This is an optimization exercise on Yosys and OpenROAD, whose aim is small area, a short achievable clock period and few clock cycles, not a production implementation.
At most, simulation tests tie the RTL to the original design; equivalence was not proved.
Function not checked in run 1: the RTL went through the layout flow alone.
No activity file was given, so power comes from the tool's default toggle rates.

===== config.mk =====
export PLATFORM = sky130hd
export DESIGN_NAME = top_k_score_table
export DESIGN_NICKNAME = top_k_score_table
export VERILOG_FILES = /design/flow/design.v
export SDC_FILE = /design/flow/constraint.sdc
export NUM_CORES = 4
export LEC_CHECK = 0
export CAP_MARGIN = 20
export CORE_MARGIN = 2
export CORE_UTILIZATION = 55
export SETUP_SLACK_MARGIN = 3.0
export SLEW_MARGIN = 20

===== constraint.sdc =====
create_clock -name core_clock -period 6.0 [get_ports {clk}]
set_input_delay 1.2000 -clock core_clock [delete_from_list [all_inputs] [get_ports {clk}]]
set_output_delay 1.2000 -clock core_clock [all_outputs]
set_load 0.01 [all_outputs]

===== design.v =====
package tkst_pkg;
	localparam int TABLE_SIZE_DEF = 64;
	localparam int SCORE_W        = 32;
	localparam int RANK_W         = 6;
	localparam int COUNT_W        = 7;
endpackage
module tkst_ctrl #(
	parameter int W = 47
) (
	input  logic         clk,
	input  logic         arst_n,
	input  logic         push,
	input  logic [W-1:0] push_data,
	output logic         space,        
	output logic         out_valid,
	input  logic         out_ready,
	output logic [W-1:0] out_data
);
	logic         v0_q, v1_q;
	logic [W-1:0] d0_q, d1_q;
	logic         pop;
	assign pop       = v0_q && out_ready;
	assign space     = !v1_q;
	assign out_valid = v0_q;
	assign out_data  = d0_q;
	always_ff @(posedge clk or negedge arst_n) begin
		if (!arst_n) begin
			v0_q <= 1'b0;
			v1_q <= 1'b0;
		end else begin
			if (v1_q) begin
				if (pop) v1_q <= 1'b0;
			end else begin
				if (push && v0_q && !pop) v1_q <= 1'b1;
				else if (!push && pop)    v0_q <= 1'b0;
				else if (push)            v0_q <= 1'b1;
			end
		end
	end
	always_ff @(posedge clk) begin
		if (v1_q) begin
			if (pop) d0_q <= d1_q;
		end else if (push) begin
			if (!v0_q || pop) d0_q <= push_data;
			else              d1_q <= push_data;
		end
	end
endmodule
module tkst_dp #(
	parameter int N = 64
) (
	input  logic         clk,
	input  logic [31:0]  x_cmp,      
	input  logic         load_ins,   
	input  logic [6:0]   held_nxt,   
	input  logic [31:0]  x_ins,      
	input  logic [N-1:0] rd_sel,     
	output logic [31:0]  rd_data
);
	function automatic logic gt_s32n(input logic [31:0] a, input logic [31:0] nb);
		logic [31:0] g, p;
		logic [31:0] aa, bb;
		aa = {~a[31], a[30:0]};
		bb = {~nb[31], nb[30:0]};
		g = aa & bb;
		p = aa | bb;
		for (int w = 16; w >= 1; w = w / 2) begin
			for (int j = 0; j < w; j++) begin
				g[j] = g[2*j+1] | (p[2*j+1] & g[2*j]);
				p[j] = p[2*j+1] & p[2*j];
			end
		end
		gt_s32n = g[0];
	endfunction
	logic [31:0]  ntbl [N];    
	logic [31:0]  nx_ins;
	logic [N-1:0] take_new_q, take_up_q, keep_q;
	logic [N-1:0] cmp, gt1;
	logic         cmp_ins;
	assign nx_ins  = ~x_ins;
	assign cmp_ins = gt_s32n(x_cmp, nx_ins);
	for (genvar i = 0; i < N; i++) begin : g_slot
		logic [31:0] up;
		logic        cmp_up, gt_up, c_adj;
		if (i == 0) begin : g_first
			assign up     = '0;
			assign cmp_up = 1'b0;
			assign gt_up  = 1'b0;
		end else begin : g_rest
			assign up     = ntbl[i-1];
			assign cmp_up = cmp[i-1];
			assign gt_up  = gt1[i-1];
		end
		always_ff @(posedge clk) begin
			ntbl[i] <= ({32{take_new_q[i]}} & nx_ins) | ({32{take_up_q[i]}} & up)
			         | ({32{keep_q[i]}} & ntbl[i]);
		end
		assign cmp[i] = gt_s32n(x_cmp, ntbl[i]);
		assign c_adj  = (keep_q[i] & cmp[i]) | (take_up_q[i] & cmp_up) | (take_new_q[i] & cmp_ins);
		assign gt1[i] = (held_nxt <= 7'(i)) || c_adj;
		always_ff @(posedge clk) begin
			take_new_q[i] <= load_ins && gt1[i] && !gt_up;
			take_up_q[i]  <= load_ins && gt1[i] && gt_up;
			keep_q[i]     <= !(load_ins && gt1[i]);
		end
	end
	always_comb begin
		logic [31:0] acc;
		acc = '0;
		for (int i = 0; i < N; i++) acc = acc | ({32{rd_sel[i]}} & ntbl[i]);
		rd_data = ~acc;
	end
endmodule
module top_k_score_table #(
	parameter int TABLE_SIZE = 64
) (
	input  logic        clk,
	input  logic        arst_n,
	input  logic        s_tvalid,
	output logic        s_tready,
	input  logic [39:0] s_tdata,    
	input  logic [1:0]  s_tuser,    
	output logic        m_tvalid,
	input  logic        m_tready,
	output logic [47:0] m_tdata,    
	output logic [0:0]  m_tuser,    
	output logic        m_tlast     
);
	localparam int N = 64;
	localparam logic [1:0] OP_INSERT = 2'd0;
	localparam logic [1:0] OP_CLEAR  = 2'd1;
	localparam logic [1:0] OP_READ   = 2'd2;
	logic        v1_q;
	logic [1:0]  op1_q;
	logic [31:0] x1_q;
	logic [6:0]  cnt1_q;
	logic        v2_q;
	logic [31:0] x2_q;
	logic        ins_new_q;    
	logic        clr_new_q;    
	logic        rd_q;         
	logic        last_q;       
	logic [6:0]  rem_q;        
	logic [5:0]  k_q;          
	logic [N-1:0] oh_q;        
	logic [6:0]  held_q;
	logic [6:0]  held_nxt;
	logic        go;
	logic        push;
	logic [46:0] res;
	logic        done2, free2, load2, load_ins;
	logic [6:0]  n1;
	logic [31:0] rd_data;
	assign push     = v2_q && go;
	assign done2    = push && (!rd_q || last_q);
	assign free2    = !v2_q || done2;
	assign load2    = free2 && v1_q;
	assign load_ins = load2 && (op1_q == OP_INSERT);
	always_comb begin
		held_nxt = held_q;
		if (ins_new_q && held_q != 7'(N)) held_nxt = held_q + 7'd1;
		if (clr_new_q)                    held_nxt = 7'd0;
	end
	assign n1 = (cnt1_q < held_nxt) ? cnt1_q : held_nxt;
	assign res = {!rd_q || last_q, rd_q, held_nxt, rd_q ? k_q : 6'd0,
	              {32{rd_q}} & rd_data};
	always_ff @(posedge clk or negedge arst_n) begin
		if (!arst_n) begin
			held_q    <= '0;
			v2_q      <= 1'b0;
			v1_q      <= 1'b0;
			ins_new_q <= 1'b0;
			clr_new_q <= 1'b0;
			rd_q      <= 1'b0;
		end else begin
			held_q    <= held_nxt;
			ins_new_q <= load_ins;
			clr_new_q <= load2 && (op1_q == OP_CLEAR);
			if (free2) begin
				v2_q <= v1_q;
				rd_q <= v1_q && (op1_q == OP_READ) && (n1 != 7'd0);
			end
			if (s_tready) v1_q <= s_tvalid;
		end
	end
	always_ff @(posedge clk) begin
		if (free2) begin
			x2_q   <= x1_q;
			rem_q  <= n1;
			last_q <= (n1 == 7'd1);
			k_q    <= '0;
			oh_q   <= N'(1);
		end else if (push) begin
			rem_q  <= rem_q - 7'd1;
			last_q <= (rem_q == 7'd2);
			k_q    <= k_q + 6'd1;
			oh_q   <= {oh_q[N-2:0], 1'b0};
		end
		if (s_tready) begin
			op1_q  <= s_tuser;
			x1_q   <= s_tdata[31:0];
			cnt1_q <= s_tdata[38:32];
		end
	end
	assign s_tready = !v1_q || free2;
	tkst_dp #(.N(N)) u_dp (
		.clk      (clk),
		.x_cmp    (x1_q),
		.load_ins (load_ins),
		.held_nxt (held_nxt),
		.x_ins    (x2_q),
		.rd_sel   (oh_q),
		.rd_data  (rd_data)
	);
	logic [46:0] out_d;
	tkst_ctrl #(.W(47)) u_out (
		.clk       (clk),
		.arst_n    (arst_n),
		.push      (push),
		.push_data (res),
		.space     (go),
		.out_valid (m_tvalid),
		.out_ready (m_tready),
		.out_data  (out_d)
	);
	assign m_tlast    = out_d[46];
	assign m_tuser[0] = out_d[45];
	assign m_tdata    = {3'b000, out_d[44:0]};
endmodule

===== run.sh =====
#!/bin/bash
# synth_recipe.tcl (not shown) runs the flow's synth.tcl, then flattens the netlist and writes it again
# the make line also repeats each setting of config.mk as NAME=value (left out here)
make -C /OpenROAD-flow-scripts/flow DESIGN_CONFIG=/design/flow/config.mk WORK_HOME=/design/flow/orfs CLKGATE_MAP_FILE= SYNTH_SCRIPT=/design/flow/synth_recipe.tcl finish

==> results of run 1 <==
[metrics by stage]
| step | cell area, sq um | cells | utilization [%] | worst slack [ns] |
|---|---|---|---|---|
| CTS | 151000 | 18500 | 64.1 | 2.58 |
| global placement | 132000 | 17700 | 56.3 | 1.63 |
| floorplan | 130000 | 15700 | - | 2.97 |
| detailed placement | 132000 | 17700 | 56.4 | 1.57 |
[synth_stat cells (249+ instances only)]
| cell | count |
|---|---|
| a22oi_1 | 2874 |
| a22o_1 | 274 |
| dfxtp_1 | 2309 |
| a21oi_1 | 762 |
| o21ai_0 | 2514 |
| nor2_1 | 960 |
| o22ai_1 | 435 |
| a31oi_1 | 249 |
| a221oi_1 | 264 |
| clkbuf_1 | 1271 |
| nand2_1 | 621 |
| buf_2 | 339 |
[kinds of logic after synthesis]
family          after synthesis  synth area share [%]
flops                      2498                  39.9
buf+inv                    1986                  6.24
xor+xnor                      8                0.0540
mux                          56                 0.476
simple gates               2675                  9.64
compound gates             8402                  43.1
fa+ha+maj                    74                 0.597
other cells                   1               0.00289
[power groups by stage]
stage / Sequential (mW) / Clock (mW) / Combinational (mW)
2_1_floorplan: 20.5 / 0 / 13.8
3_3_place_gp: 23.2 / 0 / 21.8
3_5_place_dp: 23.3 / 0 / 22.2
4_1_cts: 22.6 / 18.2 / 27.8
[how the worst min path moves through the flow]
| stage | depth (start not counted) | start | to | slack [ns] |
|---|---|---|---|---|
| floorplan | 0 | x1_q[0]$_DFFE_PP_ | x2_q[0]$_DFFE_PN_ | 0.42 |
| global placement | 2 | oh_q[52]$_SDFFE_PN0P_ | oh_q[52]$_SDFFE_PN0P_ | 0.46 |
| detailed placement | 2 | oh_q[52]$_SDFFE_PN0P_ | oh_q[53]$_SDFFE_PN0P_ | 0.47 |
| CTS | 2 | oh_q[52]$_SDFFE_PN0P_ | oh_q[53]$_SDFFE_PN0P_ | 0.48 |
[layer usage]
metal	GRT overflow	track usage, %
met2	5402	103
met1	474	89.5
met3	448	77.5
met5	50	61.1
met4	1719	84.1
[what timing repair did]
item                        CTS
resized for setup          1011
setup endpoints to repair   411
pin swaps                   216
cloned                       60
setup buffers               264
hold buffers                  0
==> summary.txt, run 1 <==
Error [ERROR GRT-0116] Global routing finished with congestion. Check the congestion regions in the DRC Viewer.; Overflow after GRT ~8,100; number of synthesized flops with an enable pin approximately 180; CTS Buf Count roughly 300; largest net degree at the start of global routing roughly 90; H-tree depth 5; clk root buf clkbuf_16; Netlist cell types between 100 and 150; Synth top area share ~36%; Vert. Die Dim 490 um; Row Count 178; GR Util All Layers around nine tenths; sequential-to-total area share from yosys stat 39.9%; ys flop type dfxtp_1; Gate Count Post-Synth roughly 16,000; first-pass GRT wire length around 1500 mm; routability cong. roughly 1.4; Stop stage global routing (5_1_grt); Port Buf Inserts between 90 and 100; Die W approximately 490 um; mapped cell area between 100,000 and 150,000 sq um; Synth warnings 4; initial cell density of the core a little under three fifths; Async S/R FF share, synth 0.560%; register bit total from synthesis 2,498; Synth area leader dfxtp_1; vias in the first global route between 150k and 200k; largest cells by area after synthesis dfxtp_1, a22oi_1, o21ai_0, edfxtp_1, clkbuf_1; Bufs on Longest Clock Path 4; Sink Count 2,498; DPL Wire Length between 600 and 700 mm; outcome did not finish; Syn Area/Cell between 8 and 9 sq um; I/O Pins between 90 and 100
==> run 2, diff against run 1 <==
--- a/design.v
+++ b/design.v
@@ -48,12 +48,15 @@
 endmodule
-module tkst_dp #(
-	parameter int N = 64
-) (
-	input  logic         clk,
-	input  logic [31:0]  x_cmp,      
-	input  logic         load_ins,   
-	input  logic [6:0]   held_nxt,   
-	input  logic [31:0]  x_ins,      
-	input  logic [N-1:0] rd_sel,     
-	output logic [31:0]  rd_data
+module tkst_slot (
+	input  logic        clk,
+	input  logic [31:0] x_cmp,      
+	input  logic        cmp_ins,    
+	input  logic        load_ins,   
+	input  logic        valid,      
+	input  logic [31:0] nx_ins,     
+	input  logic [31:0] up,         
+	input  logic        cmp_up,     
+	input  logic        gt_up,      
+	output logic [31:0] q,          
+	output logic        cmp,        
+	output logic        gt          
 );
@@ -74,7 +77,46 @@
 	endfunction
-	logic [31:0]  ntbl [N];    
+	logic take_new_q, take_up_q, keep_q;
+	logic c_adj;
+	always_ff @(posedge clk) begin
+		q <= ({32{take_new_q}} & nx_ins) | ({32{take_up_q}} & up) | ({32{keep_q}} & q);
+	end
+	assign cmp   = gt_s32n(x_cmp, q);
+	assign c_adj = (keep_q & cmp) | (take_up_q & cmp_up) | (take_new_q & cmp_ins);
+	assign gt    = !valid || c_adj;
+	always_ff @(posedge clk) begin
+		take_new_q <= load_ins && gt && !gt_up;
+		take_up_q  <= load_ins && gt && gt_up;
+		keep_q     <= !(load_ins && gt);
+	end
+endmodule
+module tkst_dp #(
+	parameter int N = 64
+) (
+	input  logic         clk,
+	input  logic [31:0]  x_cmp,      
+	input  logic         load_ins,   
+	input  logic [6:0]   held_nxt,   
+	input  logic [31:0]  x_ins,      
+	input  logic [N-1:0] rd_sel,     
+	output logic [31:0]  rd_data
+);
+	function automatic logic gt_s32n(input logic [31:0] a, input logic [31:0] nb);
+		logic [31:0] g, p;
+		logic [31:0] aa, bb;
+		aa = {~a[31], a[30:0]};
+		bb = {~nb[31], nb[30:0]};
+		g = aa & bb;
+		p = aa | bb;
+		for (int w = 16; w >= 1; w = w / 2) begin
+			for (int j = 0; j < w; j++) begin
+				g[j] = g[2*j+1] | (p[2*j+1] & g[2*j]);
+				p[j] = p[2*j+1] & p[2*j];
+			end
+		end
+		gt_s32n = g[0];
+	endfunction
 	logic [31:0]  nx_ins;
-	logic [N-1:0] take_new_q, take_up_q, keep_q;
-	logic [N-1:0] cmp, gt1;
 	logic         cmp_ins;
+	logic [N-1:0] cmp, gt, valid;
+	logic [31:0]  q    [N];
 	assign nx_ins  = ~x_ins;
@@ -82,32 +124,26 @@
 	for (genvar i = 0; i < N; i++) begin : g_slot
-		logic [31:0] up;
-		logic        cmp_up, gt_up, c_adj;
+		assign valid[i] = (held_nxt > 7'(i));
 		if (i == 0) begin : g_first
-			assign up     = '0;
-			assign cmp_up = 1'b0;
-			assign gt_up  = 1'b0;
+			tkst_slot u_slot (
+				.clk (clk), .x_cmp (x_cmp), .cmp_ins (cmp_ins), .load_ins (load_ins),
+				.valid (valid[i]), .nx_ins (nx_ins), .up ('0), .cmp_up (1'b0), .gt_up (1'b0),
+				.q (q[i]), .cmp (cmp[i]), .gt (gt[i])
+			);
 		end else begin : g_rest
-			assign up     = ntbl[i-1];
-			assign cmp_up = cmp[i-1];
-			assign gt_up  = gt1[i-1];
-		end
-		always_ff @(posedge clk) begin
-			ntbl[i] <= ({32{take_new_q[i]}} & nx_ins) | ({32{take_up_q[i]}} & up)
-			         | ({32{keep_q[i]}} & ntbl[i]);
-		end
-		assign cmp[i] = gt_s32n(x_cmp, ntbl[i]);
-		assign c_adj  = (keep_q[i] & cmp[i]) | (take_up_q[i] & cmp_up) | (take_new_q[i] & cmp_ins);
-		assign gt1[i] = (held_nxt <= 7'(i)) || c_adj;
-		always_ff @(posedge clk) begin
-			take_new_q[i] <= load_ins && gt1[i] && !gt_up;
-			take_up_q[i]  <= load_ins && gt1[i] && gt_up;
-			keep_q[i]     <= !(load_ins && gt1[i]);
-		end
-	end
-	always_comb begin
-		logic [31:0] acc;
-		acc = '0;
-		for (int i = 0; i < N; i++) acc = acc | ({32{rd_sel[i]}} & ntbl[i]);
-		rd_data = ~acc;
-	end
+			tkst_slot u_slot (
+				.clk (clk), .x_cmp (x_cmp), .cmp_ins (cmp_ins), .load_ins (load_ins),
+				.valid (valid[i]), .nx_ins (nx_ins), .up (q[i-1]), .cmp_up (cmp[i-1]),
+				.gt_up (gt[i-1]), .q (q[i]), .cmp (cmp[i]),
+				.gt (gt[i])
+			);
+		end
+	end
+	logic [31:0] lvl [2*N-1];
+	for (genvar i = 0; i < N; i++) begin : g_leaf
+		assign lvl[i] = {32{rd_sel[i]}} & q[i];
+	end
+	for (genvar j = 0; j < N - 1; j++) begin : g_node
+		assign lvl[N + j] = lvl[2*j] | lvl[2*j+1];
+	end
+	assign rd_data = ~lvl[2*N-2];
 endmodule
--- a/config.mk
+++ b/config.mk
@@ -9,4 +9,5 @@
 export CORE_MARGIN = 2
-export CORE_UTILIZATION = 55
+export CORE_UTILIZATION = 45
 export SETUP_SLACK_MARGIN = 3.0
 export SLEW_MARGIN = 20
+export SYNTH_HIERARCHICAL = 1
==> summary.txt, run 2 <==
Overflow after GRT ~570; clk root buf clkbuf_16; outcome did not finish; dpl ws approximately 1.8 ns; Stop stage global routing (5_1_grt); DPL Wire Length 737 mm; Syn Area/Cell between 8 and 9 sq um; Row Count 198; CTS Hold Buffers Added 0; Synth warnings 13; first-pass GRT wire length 1580 mm; I/O Pins approximately 100; Port Buf Inserts a little over 90; GR Util All Layers roughly 75%; Sink Count between 2,000 and 2,500; Error [ERROR GRT-0116] Global routing finished with congestion. Check the congestion regions in the DRC Viewer.; Bufs on Longest Clock Path 4; Die W 545 um; routability cong. about 1.3; dpl cell area 139,000 sq um; vias in the first global route 160,000; mapped cell area between 100,000 and 150,000 sq um; CTS Buf Count ~300; Gate Count Post-Synth about 15,000; initial cell density of the core between 40% and 50%; largest net degree at the start of global routing 157; H-tree depth 5; Vert. Die Dim 545 um
## run 2: metal layers
metal  overflow  track usage [%]
met1          2             79.6
met2        333             89.5
met3          9             60.5
met4        224             68.8
met5          0             27.2
## run 2: stage by stage
stage               instances  hold slack [ns]
CTS                     19600            0.492
detailed placement      18600            0.484
global placement        18600            0.467
floorplan               15100            0.454
## run 2: power by group through the flow
stage	Sequential, mW	Clock, mW	Combinational [mW]
floorplan	22.2	0	11.2
global placement	24.6	0	20.5
detailed placement	24.7	0	20.8
CTS	24.2	19.7	24.3
## run 2: how the worst min path moves through the flow
stage / startpoint / to / slack (ns)
2_1_floorplan: k_q[5]$_SDFFE_PN0P_ / k_q[5]$_SDFFE_PN0P_ / 0.45
3_3_place_gp: k_q[5]$_SDFFE_PN0P_ / k_q[5]$_SDFFE_PN0P_ / 0.47
3_5_place_dp: k_q[1]$_SDFFE_PN0P_ / k_q[1]$_SDFFE_PN0P_ / 0.48
4_1_cts: k_q[1]$_SDFFE_PN0P_ / k_q[1]$_SDFFE_PN0P_ / 0.49
## run 2: what timing repair did
item,CTS
setup buffers,359
cloned,44
pin swaps,313
setup endpoints to repair,310
gates resized for setup,1009
Testbench counts of run 2, summed over its fixed seeds: cycles 18,906.
==> run 3, diff against run 2 <==
--- a/design.v
+++ b/design.v
@@ -91,2 +91,78 @@
 endmodule
+module tkst_pair (
+	input  logic        clk,
+	input  logic [31:0] x_cmp,
+	input  logic        cmp_ins,
+	input  logic        load_ins,
+	input  logic [1:0]  valid,
+	input  logic [31:0] nx_ins,
+	input  logic [31:0] up,
+	input  logic        cmp_up,
+	input  logic        gt_up,
+	input  logic [1:0]  rd_sel,
+	output logic [31:0] q,          
+	output logic        cmp,        
+	output logic        gt,         
+	output logic [31:0] rd_n
+);
+	logic [31:0] q0;
+	logic        cmp0, gt0;
+	tkst_slot u_s0 (
+		.clk (clk), .x_cmp (x_cmp), .cmp_ins (cmp_ins), .load_ins (load_ins),
+		.valid (valid[0]), .nx_ins (nx_ins), .up (up), .cmp_up (cmp_up), .gt_up (gt_up),
+		.q (q0), .cmp (cmp0), .gt (gt0)
+	);
+	tkst_slot u_s1 (
+		.clk (clk), .x_cmp (x_cmp), .cmp_ins (cmp_ins), .load_ins (load_ins),
+		.valid (valid[1]), .nx_ins (nx_ins), .up (q0), .cmp_up (cmp0), .gt_up (gt0),
+		.q (q), .cmp (cmp), .gt (gt)
+	);
+	assign rd_n = ({32{rd_sel[0]}} & q0) | ({32{rd_sel[1]}} & q);
+endmodule
+module tkst_grp (
+	input  logic        clk,
+	input  logic        load_x,     
+	input  logic [31:0] x_in,       
+	input  logic        cmp_ins,
+	input  logic        load_ins,
+	input  logic [7:0]  valid,
+	input  logic [31:0] nx_ins,
+	input  logic [31:0] up,
+	input  logic        cmp_up,
+	input  logic        gt_up,
+	input  logic [7:0]  rd_sel,
+	output logic [31:0] q,
+	output logic        cmp,
+	output logic        gt,
+	output logic [31:0] rd_n
+);
+	logic [31:0] x_q;           
+	logic [31:0] pq   [4];
+	logic        pcmp [4];
+	logic        pgt  [4];
+	logic [31:0] prd  [4];
+	always_ff @(posedge clk) begin
+		if (load_x) x_q <= x_in;
+	end
+	for (genvar j = 0; j < 4; j++) begin : g_p
+		tkst_pair u_pair (
+			.clk (clk), .x_cmp (x_q), .cmp_ins (cmp_ins), .load_ins (load_ins),
+			.valid (valid[2*j+1:2*j]), .nx_ins (nx_ins),
+			.up (j == 0 ? up : pq[j == 0 ? 0 : j-1]),
+			.cmp_up (j == 0 ? cmp_up : pcmp[j == 0 ? 0 : j-1]),
+			.gt_up (j == 0 ? gt_up : pgt[j == 0 ? 0 : j-1]),
+			.rd_sel (rd_sel[2*j+1:2*j]), .q (pq[j]), .cmp (pcmp[j]), .gt (pgt[j]), .rd_n (prd[j])
+		);
+	end
+	assign q    = pq[3];
+	assign cmp  = pcmp[3];
+	assign gt   = pgt[3];
+	assign rd_n = prd[0] | prd[1] | prd[2] | prd[3];
+endmodule
+module tkst_or4 (
+	input  logic [31:0] a, b, c, d,
+	output logic [31:0] y
+);
+	assign y = a | b | c | d;
+endmodule
 module tkst_dp #(
@@ -95,6 +171,10 @@
 	input  logic         clk,
-	input  logic [31:0]  x_cmp,      
+	input  logic         load_x,     
+	input  logic [31:0]  x_in,       
 	input  logic         load_ins,   
-	input  logic [6:0]   held_nxt,   
+	input  logic [6:0]   held_q,     
+	input  logic         ins_new,    
+	input  logic         clr_new,    
 	input  logic [31:0]  x_ins,      
+	input  logic         cmp_ins,    
 	input  logic [N-1:0] rd_sel,     
@@ -102,37 +182,25 @@
 );
-	function automatic logic gt_s32n(input logic [31:0] a, input logic [31:0] nb);
-		logic [31:0] g, p;
-		logic [31:0] aa, bb;
-		aa = {~a[31], a[30:0]};
-		bb = {~nb[31], nb[30:0]};
-		g = aa & bb;
-		p = aa | bb;
-		for (int w = 16; w >= 1; w = w / 2) begin
-			for (int j = 0; j < w; j++) begin
-				g[j] = g[2*j+1] | (p[2*j+1] & g[2*j]);
-				p[j] = p[2*j+1] & p[2*j];
-			end
-		end
-		gt_s32n = g[0];
-	endfunction
-	logic [31:0]  nx_ins;
-	logic         cmp_ins;
-	logic [N-1:0] cmp, gt, valid;
-	logic [31:0]  q    [N];
-	assign nx_ins  = ~x_ins;
-	assign cmp_ins = gt_s32n(x_cmp, nx_ins);
-	for (genvar i = 0; i < N; i++) begin : g_slot
-		assign valid[i] = (held_nxt > 7'(i));
-		if (i == 0) begin : g_first
-			tkst_slot u_slot (
-				.clk (clk), .x_cmp (x_cmp), .cmp_ins (cmp_ins), .load_ins (load_ins),
-				.valid (valid[i]), .nx_ins (nx_ins), .up ('0), .cmp_up (1'b0), .gt_up (1'b0),
-				.q (q[i]), .cmp (cmp[i]), .gt (gt[i])
+	localparam int NG = N / 8;
+	logic [31:0]   nx_ins;
+	logic [N-1:0]  valid;
+	logic [NG-1:0] cmp, gt;
+	logic [31:0]   q    [NG];
+	logic [31:0]   rd_n [NG];
+	assign nx_ins = ~x_ins;
+	for (genvar i = 0; i < N; i++) begin : g_valid
+		assign valid[i] = !clr_new && ((held_q > 7'(i)) || (ins_new && held_q == 7'(i)));
+	end
+	for (genvar j = 0; j < NG; j++) begin : g_grp
+		if (j == 0) begin : g_first
+			tkst_grp u_grp (
+				.clk (clk), .load_x (load_x), .x_in (x_in), .cmp_ins (cmp_ins), .load_ins (load_ins),
+				.valid (valid[7:0]), .nx_ins (nx_ins), .up ('0), .cmp_up (1'b0), .gt_up (1'b0),
+				.rd_sel (rd_sel[7:0]), .q (q[0]), .cmp (cmp[0]), .gt (gt[0]), .rd_n (rd_n[0])
 			);
 		end else begin : g_rest
-			tkst_slot u_slot (
-				.clk (clk), .x_cmp (x_cmp), .cmp_ins (cmp_ins), .load_ins (load_ins),
-				.valid (valid[i]), .nx_ins (nx_ins), .up (q[i-1]), .cmp_up (cmp[i-1]),
-				.gt_up (gt[i-1]), .q (q[i]), .cmp (cmp[i]),
-				.gt (gt[i])
+			tkst_grp u_grp (
+				.clk (clk), .load_x (load_x), .x_in (x_in), .cmp_ins (cmp_ins), .load_ins (load_ins),
+				.valid (valid[8*j+7:8*j]), .nx_ins (nx_ins), .up (q[j-1]), .cmp_up (cmp[j-1]),
+				.gt_up (gt[j-1]), .rd_sel (rd_sel[8*j+7:8*j]), .q (q[j]), .cmp (cmp[j]),
+				.gt (gt[j]), .rd_n (rd_n[j])
 			);
@@ -140,10 +208,7 @@
 	end
-	logic [31:0] lvl [2*N-1];
-	for (genvar i = 0; i < N; i++) begin : g_leaf
-		assign lvl[i] = {32{rd_sel[i]}} & q[i];
-	end
-	for (genvar j = 0; j < N - 1; j++) begin : g_node
-		assign lvl[N + j] = lvl[2*j] | lvl[2*j+1];
+	logic [31:0] l1 [2];
+	for (genvar j = 0; j < 2; j++) begin : g_l1
+		tkst_or4 u_or (.a (rd_n[4*j]), .b (rd_n[4*j+1]), .c (rd_n[4*j+2]), .d (rd_n[4*j+3]), .y (l1[j]));
 	end
-	assign rd_data = ~lvl[2*N-2];
+	assign rd_data = ~(l1[0] | l1[1]);
 endmodule
@@ -189,2 +254,18 @@
 	logic [31:0] rd_data;
+	logic        cmp_ins_q;    
+	function automatic logic gt_s32n(input logic [31:0] a, input logic [31:0] nb);
+		logic [31:0] g, p;
+		logic [31:0] aa, bb;
+		aa = {~a[31], a[30:0]};
+		bb = {~nb[31], nb[30:0]};
+		g = aa & bb;
+		p = aa | bb;
+		for (int w = 16; w >= 1; w = w / 2) begin
+			for (int j = 0; j < w; j++) begin
+				g[j] = g[2*j+1] | (p[2*j+1] & g[2*j]);
+				p[j] = p[2*j+1] & p[2*j];
+			end
+		end
+		gt_s32n = g[0];
+	endfunction
 	assign push     = v2_q && go;
@@ -235,2 +316,3 @@
 		if (s_tready) begin
+			cmp_ins_q <= gt_s32n(s_tdata[31:0], ~x1_q);
 			op1_q  <= s_tuser;
@@ -243,6 +325,10 @@
 		.clk      (clk),
-		.x_cmp    (x1_q),
+		.load_x   (s_tready),
+		.x_in     (s_tdata[31:0]),
 		.load_ins (load_ins),
-		.held_nxt (held_nxt),
+		.held_q   (held_q),
+		.ins_new  (ins_new_q),
+		.clr_new  (clr_new_q),
 		.x_ins    (x2_q),
+		.cmp_ins  (cmp_ins_q),
 		.rd_sel   (oh_q),
--- a/config.mk
+++ b/config.mk
@@ -9,3 +9,7 @@
 export CORE_MARGIN = 2
-export CORE_UTILIZATION = 45
+export CORE_UTILIZATION = 30
+export CTS_BUF_LIST = sky130_fd_sc_hd__clkbuf_8
+export CTS_CLUSTER_DIAMETER = 80
+export CTS_CLUSTER_SIZE = 40
+export MIN_ROUTING_LAYER = met2
 export SETUP_SLACK_MARGIN = 3.0
==> summary.txt, run 3 <==
outcome did not finish; Stop stage global routing (5_1_grt); Error [ERROR GRT-0232] Routing congestion too high. Check the congestion heatmap in the GUI.; Overflow after GRT 1; initial cell density of the core a little under a third; Synth warnings 18; routability cong. roughly 1.1; dpl cells 21,500; CTS Hold Buffers Added 0; CTS Buf Count around 170; I/O Pins a little under 100; dpl ws between 1.5 and 2 ns; H-tree depth 4; GR Util All Layers between 50% and 60%; Vert. Die Dim about 700 um; dpl cell area between 100,000 and 150,000 sq um; clk root buf clkbuf_8; mapped cell area roughly 140,000 sq um; Gate Count Post-Synth ~16,000; Syn Area/Cell around 9.2 sq um; Port Buf Inserts 93; largest net degree at the start of global routing 109; DPL Wire Length about 540 mm; Sink Count 2,756; Die W a little under 700 um; Row Count 253; Bufs on Longest Clock Path 4
==> run 3: how the worst max path moves through the flow <==
stage	endpoint	start	cells after the start	slack, ns
4_1_cts	s_tready	u_out.v1_q$_DFF_PN0_	5	2.51
2_1_floorplan	register	u_out.v1_q$_DFF_PN0_	8	0.43
3_5_place_dp	s_tready	u_out.v1_q$_DFF_PN0_	5	1.86
3_3_place_gp	s_tready	u_out.v1_q$_DFF_PN0_	5	1.88
==> run 3: metrics by stage <==
step / hold slack [ns] / power, mW
after floorplan: 0.426 / 35.8
after global placement: 0.428 / 47.4
after detailed placement: 0.435 / 47.5
after CTS: 0.384 / 61.7
==> run 3: metal layers <==
layer	GRT overflow	GRT usage [%]
met5	0	53.1
met4	0	32.1
met3	1	65.9
met2	0	51.4
met1	-	-
==> run 3: power by group through the flow <==
stage                     sequential (mW)  clock [mW]  combinational [mW]
after CTS                            25.6        12.2                23.9
after detailed placement             27.9           0                19.6
after global placement               27.9           0                19.6
after floorplan                      25.0           0                10.8
==> run 3: what timing repair did <==
item	4_1_cts
buffers inserted	392
resized for setup	596
setup endpoints to repair	617
pin swaps	41
gates cloned	4
Testbench counts of run 3, summed over its fixed seeds: cycles 18,906.
==> run 4, diff against run 3 <==
--- a/design.v
+++ b/design.v
@@ -247,2 +247,3 @@
 	logic [6:0]  held_q;
+	logic [6:0]  held_p1_q;    
 	logic [6:0]  held_nxt;
@@ -277,4 +278,4 @@
 		held_nxt = held_q;
-		if (ins_new_q && held_q != 7'(N)) held_nxt = held_q + 7'd1;
-		if (clr_new_q)                    held_nxt = 7'd0;
+		if (ins_new_q && !held_q[6]) held_nxt = held_p1_q;    
+		if (clr_new_q)               held_nxt = 7'd0;
 	end
@@ -286,2 +287,3 @@
 			held_q    <= '0;
+			held_p1_q <= 7'd1;
 			v2_q      <= 1'b0;
@@ -293,2 +295,3 @@
 			held_q    <= held_nxt;
+			held_p1_q <= held_nxt + 7'd1;
 			ins_new_q <= load_ins;
--- a/config.mk
+++ b/config.mk
@@ -8,8 +8,6 @@
 export CAP_MARGIN = 20
+export CELL_PAD_IN_SITES_DETAIL_PLACEMENT = 1
 export CORE_MARGIN = 2
 export CORE_UTILIZATION = 30
-export CTS_BUF_LIST = sky130_fd_sc_hd__clkbuf_8
-export CTS_CLUSTER_DIAMETER = 80
-export CTS_CLUSTER_SIZE = 40
-export MIN_ROUTING_LAYER = met2
+export PLACE_DENSITY = 0.35
 export SETUP_SLACK_MARGIN = 3.0
==> summary.txt, run 4 <==
outcome timing/DRC/antenna clean; Synth warnings 18; worst-path cell chain nand2b_4 > nand2_2 > and2_4 > nand2_8 > buf_6; vias in the first global route 142,000; Slew Viols, Final 0; hold slack between 0.15 and 0.2 ns; Clk Latency, worst-skew pair ~1.1 ns; Syn Area/Cell between 9 and 10 sq um; cells on worst reg2reg path 12; DRC viols 0; Filler Cells Inserted between 50,000 and 60,000; Crit. End Element primary output; Worst-path clk slew 0.06 ns; area of the multi-input gates approximately 72,000 sq um; I/O Pins 98; Bufs on Longest Clock Path 4; clk root buf clkbuf_16; worst r2r src u_dp.g_grp[3].g_rest.u_grp.x_q[2]$_DFFE_PP_; CTS Hold Buffers Added 0; Top Family by Delay on Critical Path flip-flops; type of the worst setup path register to primary output; Pre-Repair DR Iteration Count 13; initial cell density of the core 30.2%; Die W 695 um; Final Skew ~0.07 ns; Buf/Inv on CP 1; Critical Path Source rd_q$_DFFE_PN0N_; fraction of layout cells with a size suffix above 1 roughly 16%; leading cell types in the layout, fill and taps excluded dfxtp_1, inv_1, a222oi_1, nor2_1, a22o_1; CTS Buf Count between 300 and 400; wire per inst about 36 um; largest net degree at the start of global routing 116; initial antenna violation count around 100; first-pass GRT wire length between 1000 and 1500 mm; grt peak-use layer met2; register area ~60,000 sq um; Row Count between 200 and 300; setup violators final 0; Sink Count ~2,800; routed vias between 150k and 200k; Pwr Density 428 nW/um^2; DPL Wire Length 598 mm; registers with the most flip-flops u_dp.g_grp.g_rest.u_grp.g_p.u_pair.u_s0.q (896), u_dp.g_grp.g_rest.u_grp.g_p.u_pair.u_s1.q (896), u_dp.g_grp.g_rest.u_grp.x_q (224); dpl ws about 1.6 ns; Port Buf Inserts between 90 and 100; drt total wl 822 mm; most common cell after layout, fill and taps aside dfxtp_1; mapped cell area 143,000 sq um; H-tree depth 5; Max Clk Rate roughly 300 MHz; met3 usage approximately 5.3%; R2R setup slack 2.96 ns; fin crit share between 50 and 60%; Final ANT Viol Nets 0; First DRT Iteration DRCs between 20,000 and 30,000; Core Footprint ~480,000 sq um; setup TNS 0 ns; CP startpoint kind register; Area growth syn-to-layout 18.9%; Pleak roughly 76 nW; max-cap viol count 0; Worst slew margin between 15 and 20%; final worst path period need about 3.3 ns; Overflow after GRT 0; largest fanout on the critical path 2; vias per inst 6.57; Hold WC Path Type input pin to async pin; die area approximately 480,000 sq um; worst-margin pin slew 1.25 ns; WP data required 4.80 ns; CP max stage cell dfrtp_4; GR Util All Layers ~32%; Gate Count Post-Synth approximately 16,000; RSZ-0062 raised after global routing true; met2 usage 48.6%; TritonCTS clock tree done; Arrival @ worst endpoint 2.14 ns; Design Area, Final between 150,000 and 200,000 sq um; Crit path largest cell delay between 0.4 and 0.5 ns; Peak VDD IR 0.000412 V; routability cong. between 0.9 and 1; dpl cell area 150,000 sq um; setup ws final between 2 and 3 ns; final hold viol count 0; NumNets Final approximately 16,000; Vert. Die Dim roughly 700 um; M1 GR Usage 43.4%
-- run 4: worst max-delay path by stage --
stage	endpoint	slack [ns]	cells after the start
finish	s_tready	2.66	5
global route	s_tready	2.62	5
CTS	s_tready	2.56	5
detailed placement	s_tready	1.63	5
global placement	s_tready	1.64	5
floorplan	register	0.43	8
-- run 4: report_power, final --
group / internal [mW] / switching, mW
combinational: 6.62 / 18.8
sequential: 21.5 / 3.21
clock: 13.4 / 9.38
-- run 4: per-layer routing --
layer | wire length [um] | part of all wire [%] | vias up
met4 | 55900 | 6.8 | 26
li1 | - | - | 64000
met5 | 167 | 0.020 | -
met1 | 346000 | 42 | 77600
met2 | 353000 | 43 | 7179
met3 | 67800 | 8.2 | 1236
-- run 4: per-stage QoR --
stage	total power [mW]	std cells	utilization, %
floorplan	35.5	15700	-
global placement	46.2	21500	31.6
detailed placement	46.9	21500	31.6
CTS	71.8	22600	35.2
global route	75.6	22800	35.8
finish	72.9	22800	35.9
-- run 4: cell type report --
| cell class | instances | area share (%) |
|---|---|---|
| Tap cell | 6375 | 4.68 |
| Timing Repair Buffer | 1058 | 5.38 |
| Inverter | 2255 | 5.03 |
| Sequential cell | 2763 | 35.1 |
| Multi-Input combinational cell | 9609 | 42.5 |
| Clock inverter | 147 | 0.972 |
| Clock buffer | 521 | 6.16 |
| Antenna cell | 114 | 0.167 |
-- run 4: repair_timing --
| item | CTS | global route |
|---|---|---|
| gates resized for setup | 437 | 318 |
| pin swaps | 44 | 143 |
| setup endpoints to repair | 794 | 263 |
| cloned | 2 | 2 |
| setup buffers | 388 | 166 |
Testbench counts of run 4, summed over its fixed seeds: cycles 18,906.
==> run 5, diff against run 4 <==
--- a/config.mk
+++ b/config.mk
@@ -10,4 +10,4 @@
 export CORE_MARGIN = 2
-export CORE_UTILIZATION = 30
-export PLACE_DENSITY = 0.35
+export CORE_UTILIZATION = 28
+export PLACE_DENSITY = 0.33
 export SETUP_SLACK_MARGIN = 3.0
==> summary.txt, run 5 <==
First DRT Iteration DRCs ~25,000; NumNets Final between 15,000 and 20,000; Crit. End Element primary output; registers with the most flip-flops u_dp.g_grp.g_rest.u_grp.g_p.u_pair.u_s0.q (896), u_dp.g_grp.g_rest.u_grp.g_p.u_pair.u_s1.q (896), u_dp.g_grp.g_rest.u_grp.x_q (224); Final Skew approximately 0.073 ns; vias per inst between 6 and 7; initial antenna violation count about 110; Synth warnings 18; final worst path period need between 3 and 4 ns; Hold WC Path Type input pin to async pin; dpl ws 1.98 ns; worst-margin pin slew 1.25 ns; Worst-path clk slew around 0.06 ns; Peak VDD IR 0.000347 V; Arrival @ worst endpoint ~2.2 ns; TritonCTS clock tree done; routability cong. approximately 0.9; outcome finished with violations; Area growth syn-to-layout 18.8%; Pre-Repair DR Iteration Count 14; Pleak ~75 nW; I/O Pins 98; Slew Viols, Final 0; Max Clk Rate between 200 and 300 MHz; area of the multi-input gates just over 70,000 sq um; Clk Latency, worst-skew pair approximately 1.0 ns; GR Util All Layers roughly a third; H-tree depth 5; most common cell after layout, fill and taps aside dfxtp_1; Sink Count about 2,800; Vert. Die Dim just over 700 um; Worst slew margin between 10% and 20%; max-cap viol count 0; Syn Area/Cell 9.18 sq um; fraction of layout cells with a size suffix above 1 15.4%; CTS Buf Count ~360; routed vias about 150k; DRC viols 0; largest net degree at the start of global routing 87; largest fanout on the critical path 2; mapped cell area 143,000 sq um; CP startpoint kind register; Overflow after GRT 0; wire per inst 37.3 um; leading cell types in the layout, fill and taps excluded dfxtp_1, inv_1, a222oi_1, nor2_1, a22o_1; Port Buf Inserts just over 90; setup violators final 0; initial cell density of the core 28.1%; final hold viol count 0; dpl cell area around 150,000 sq um; vias in the first global route about 140k; CTS Hold Buffers Added 0; fin crit share approximately 57%; drt total wl between 800 and 900 mm; register area 59,900 sq um; Bufs on Longest Clock Path 4; WP data required ~4.8 ns; Filler Cells Inserted between 50,000 and 60,000; Core Footprint between 500,000 and 600,000 sq um; Row Count 262; setup TNS 0 ns; Tot Pwr approximately 74 mW; first-pass GRT wire length about 1200 mm; Die W 720 um; hold slack approximately 0.19 ns; setup ws final ~2.6 ns; RSZ-0062 raised after global routing true; type of the worst setup path register to primary output; Design Area, Final between 150,000 and 200,000 sq um; die area about 520,000 sq um; clk root buf clkbuf_16; Pwr Density about 430 nW/um^2; Final ANT Viol Nets 1; DPL Wire Length 622 mm; Gate Count Post-Synth 15,600; SO Faults antenna rules
-- run 5: what timing repair did --
| action | CTS | global route |
|---|---|---|
| gates cloned | 0 | 1 |
| pin swaps | 52 | 117 |
| endpoints found under the setup margin | 614 | 273 |
| setup buffers | 372 | 118 |
| gates resized for setup | 385 | 303 |
-- run 5: worst paths after layout --
| check | from | to | slack (ns) | depth (start not counted) |
|---|---|---|---|---|
| worst min register to register | x1_q[0]$_DFFE_PP_ | x2_q[0]$_DFFE_PN_ | 0.44 | 0 |
| max in group asynchronous | arst_n | held_q[3]$_DFF_PN0_ | 5.38 | 1 |
| worst min-delay path | arst_n | v1_q$_DFFE_PN0P_ | 0.19 | 1 |
| worst max-delay path | u_out.v1_q$_DFF_PN0_ | s_tready | 2.57 | 6 |
| min in group core_clock | x1_q[0]$_DFFE_PP_ | x2_q[0]$_DFFE_PN_ | 0.44 | 0 |
| worst max register to register | oh_q[24]$_SDFFE_PN0P_ | u_out.d0_q[25]$_DFFE_PP_ | 2.96 | 7 |
-- run 5: report_power, final --
group          internal (mW)  switching, mW  leakage (nW)
clock network           13.5           9.43          6.02
registers               21.5           3.40          23.3
logic                   6.59           19.5          45.9
total                   41.6           32.3          75.3
-- run 5: layout make-up --
cell class	instances	share of cell area (%)
diodes	128	0.188
flip-flops and latches	2763	35.1
clock inverters	132	0.891
clock buffers	541	6.27
well taps	6732	4.94
repair buffers	1024	5.29
inverters	2255	5.02
multi-input cells	9609	42.3
-- run 5: layer usage --
| layer | wire length, um | GRT usage (%) | share of wire (%) |
|---|---|---|---|
| met2 | 375000 | 48.7 | 43 |
| met3 | 72400 | 5.83 | 8.4 |
| met5 | 262 | 0 | 0.030 |
| met4 | 56500 | 17.1 | 6.5 |
| met1 | 360000 | 41.7 | 42 |
-- run 5: critical path, stage by stage, from the launching register on --
cell and delay, ns:
dfrtp_4 0.49, inv_4 0.06, nand2_2 0.04, and2_4 0.13, buf_12 0.12, nand2_8 0.16, buf_8 0.16
-- run 5: through the flow --
stage	std cells	utilization, %
global placement	21900	29.6
global route	23100	33.4
floorplan	15700	-
detailed placement	21900	29.6
CTS	22900	32.9
finish	23200	33.4

## afterwards: timing with drivers on the ports
Ports are ideal in the flow. The routed layouts listed here were re-timed in OpenROAD.
Step 1: set_driving_cell puts a clkbuf_16 on clk and a buf_2 on each other input, an assumption about the parent block.
Step 2 moves the port delays by t, midway between the first and last clock arrival at a register: inputs arrive t later, outputs are due t later. That takes back most of the time a late clock gives input paths.
Three values: no drivers, after step 1, after step 2; two values: the first two.
run	t (ns)	setup WS [ns]	worst hold slack (ns)
run 4	1.151	2.664 / 2.522 / 2.312	0.181 / 0.061 / 0.449
run 5	1.127	2.573 / 2.450 / 1.950	0.192 / 0.096 / 0.442
The setup slack of run 5, which loses most, moves by -0.123 ns with the drivers and by -0.623 ns with both steps.
